This is an optimization exercise on Yosys and OpenROAD, whose aim is small area, not a production implementation.
Only simulation tests tie the RTL to the original design; equivalence was not proved.
Power figures rest on the tool's default switching activity, not on a simulated workload.

## job 5339
// gru_fp_sequencer
module gru_fp_sequencer #(
  parameter int INPUTDIMEN = 4,
  parameter int CELLNUM    = 4,
  parameter int DATABIT    = 16,
  parameter int WDEPTH     = 16,
  parameter int TIMEOUT    = 1023,
  localparam int BW = INPUTDIMEN*CELLNUM*DATABIT,
  localparam int XW = INPUTDIMEN*DATABIT,
  localparam int AW = $clog2(WDEPTH)
) (
  input  logic              clk,
  input  logic              rst_n,
  input  logic              start,
  input  logic              reload,
  input  logic              abort,
  input  logic [7:0]        num_steps,
  output logic [AW-1:0]     w_addr,
  input  logic [6*DATABIT-1:0] w_q,
  output logic [BW-1:0]     wxr,
  output logic [BW-1:0]     wxz,
  output logic [BW-1:0]     wxh,
  output logic [BW-1:0]     whr,
  output logic [BW-1:0]     whz,
  output logic [BW-1:0]     whh,
  output logic              xt_req,
  input  logic              xt_valid,
  input  logic [XW-1:0]     xt_in,
  output logic [XW-1:0]     xt_out,
  output logic              hl_start,
  input  logic              hl_done,
  output logic              ave_start,
  output logic [7:0]        ave_t,
  output logic              head_start,
  input  logic              head_done,
  output logic              busy,
  output logic              done,
  output logic              error,
  output logic              weights_valid
);
Size in the first run: about 3600 cells after synthesis, about 1600 flip-flops, ~1800 I/O pins.
clock: 5.0 ns
lec_check: 0
cap_margin: 20
core_area: 5 5 315 315
die_area: 0 0 320 320
place_density: 0.8
slew_margin: 20
standard.sh (not shown) runs the stock make flow with config.mk's settings and CLKGATE_MAP_FILE= SYNTH_SCRIPT=/design/flow/synth_recipe.tcl, a recipe that flattens the netlist after the stock synthesis.
==> flow/flow/run.sh <==
#!/bin/bash
set -euo pipefail
cd "$(dirname "$0")/.."
export BUFFER_PORTS_ARGS="-buffer_cell sky130_fd_sc_hd__buf_1"
export PLACE_PINS_ARGS="-min_distance 1 -min_distance_in_tracks"
export CTS_ARGS="-sink_clustering_enable -repair_clock_nets -dont_use_dummy_load -buf_list sky130_fd_sc_hd__clkbuf_8 -sink_clustering_buffer sky130_fd_sc_hd__clkbuf_4 -sink_clustering_size 10 -sink_clustering_max_diameter 50"
bash standard.sh finish > flow_make.log 2>&1
Relative to job 5339, the following input files were edited for job 573:
==> flow/flow/run.sh <==
#!/bin/bash
set -euo pipefail
cd "$(dirname "$0")/.."
export BUFFER_PORTS_ARGS="-buffer_cell sky130_fd_sc_hd__buf_1"
export PLACE_PINS_ARGS="-min_distance 1 -min_distance_in_tracks"
export CTS_ARGS="-sink_clustering_enable -repair_clock_nets -dont_use_dummy_load -buf_list sky130_fd_sc_hd__clkbuf_8 -sink_clustering_buffer sky130_fd_sc_hd__clkbuf_8 -sink_clustering_size 18 -sink_clustering_max_diameter 80"
bash standard.sh finish > flow_make.log 2>&1
## What came out
Of job 573 and job 5339, job 5339 shows the lower worst setup margin, with job 573 above it.
Job 573 and job 5339 ended up with nearly the same peak per-stage delay on the critical path.
Taking job 5339 as the reference, in job 573 achievable frequency has increased, reported max-cap violation count has remained practically unchanged, power has decreased.
On job 573: share of the cycle needed by the critical path after routing is 0.31 points lower than what job 5339 gave.
Sequential fraction of design power in job 573 vs job 5339: up 0.6 points
Re final hold slack: job 573 is 210 ps down on job 5339.
Any difference in design area between job 5339 and job 573 is small enough to ignore.
Inputs modified between job 573 and job 4450:
# job 573
export LEC_CHECK = 0
export CAP_MARGIN = 20
export CORE_AREA = 5 5 315 315
export DIE_AREA = 0 0 320 320
export PLACE_DENSITY = 0.8
export SLEW_MARGIN = 20
create_clock -name core_clock -period 5.0 [get_ports {clk}]
# job 4450
export LEC_CHECK = 0
export CAP_MARGIN = 20
export CORE_AREA = 5 5 315 315
export DIE_AREA = 0 0 320 320
export SLEW_MARGIN = 20
create_clock -name core_clock -period 5.0 [get_ports {clk}]
==> flow/flow/run.sh <==
#!/bin/bash
set -euo pipefail
cd "$(dirname "$0")/.."
export BUFFER_PORTS_ARGS="-buffer_cell sky130_fd_sc_hd__buf_1"
export PLACE_PINS_ARGS="-min_distance 1 -min_distance_in_tracks"
export CTS_ARGS="-sink_clustering_enable -repair_clock_nets -dont_use_dummy_load -buf_list sky130_fd_sc_hd__clkbuf_8 -sink_clustering_buffer sky130_fd_sc_hd__clkbuf_4 -sink_clustering_size 10 -sink_clustering_max_diameter 50"
bash standard.sh finish > flow_make.log 2>&1
==> comparison <==
Of the two candidates, job 573 has the better net load switching power and job 4450 the worse one.
Against job 573, job 4450 comes in 230 ps higher on signal arrival time at the worst endpoint.
Relative area change from synthesis to final layout was lower in job 573 than in job 4450.
Number of antenna repair diodes, job 573 and job 4450, lower one = job 573.
~same share of cell area taken by multi-input logic gates in job 573 and job 4450
Job 4450 vs. job 573: critical-path maximum fanout increased by 64 relative to the old numbers; design area flat.

-- what the ideal ports hide --
Ports are ideal in the flow. The routed layouts listed here were re-timed in OpenROAD. Step 1 sets driving cells, clkbuf_16 on the clock port and buf_2 on the other inputs (assumed; they add their load-dependent delay and slew). Step 2 moves the port delays by t, midway between the first and last clock arrival at a register: inputs arrive t later, outputs are due t later. That takes back most of the time a late clock gives input paths. a / b / c = ideal / step 1 / step 2; a / b = the first two.
run | t, ns | setup slack, ns | worst setup path at the end
job 5339 | 0.881 | 1.699 / 1.643 / 1.664 | input to output
job 573 | 0.832 | 1.714 / 1.680 / 1.680 | input to output
job 4450 | 0.905 | 1.484 / 1.413 / 1.806 | input to output
After both steps setup and hold are still met in every run listed. The setup slack of job 5339, which loses most, moves by -0.056 ns with the drivers and by -0.035 ns with both steps.
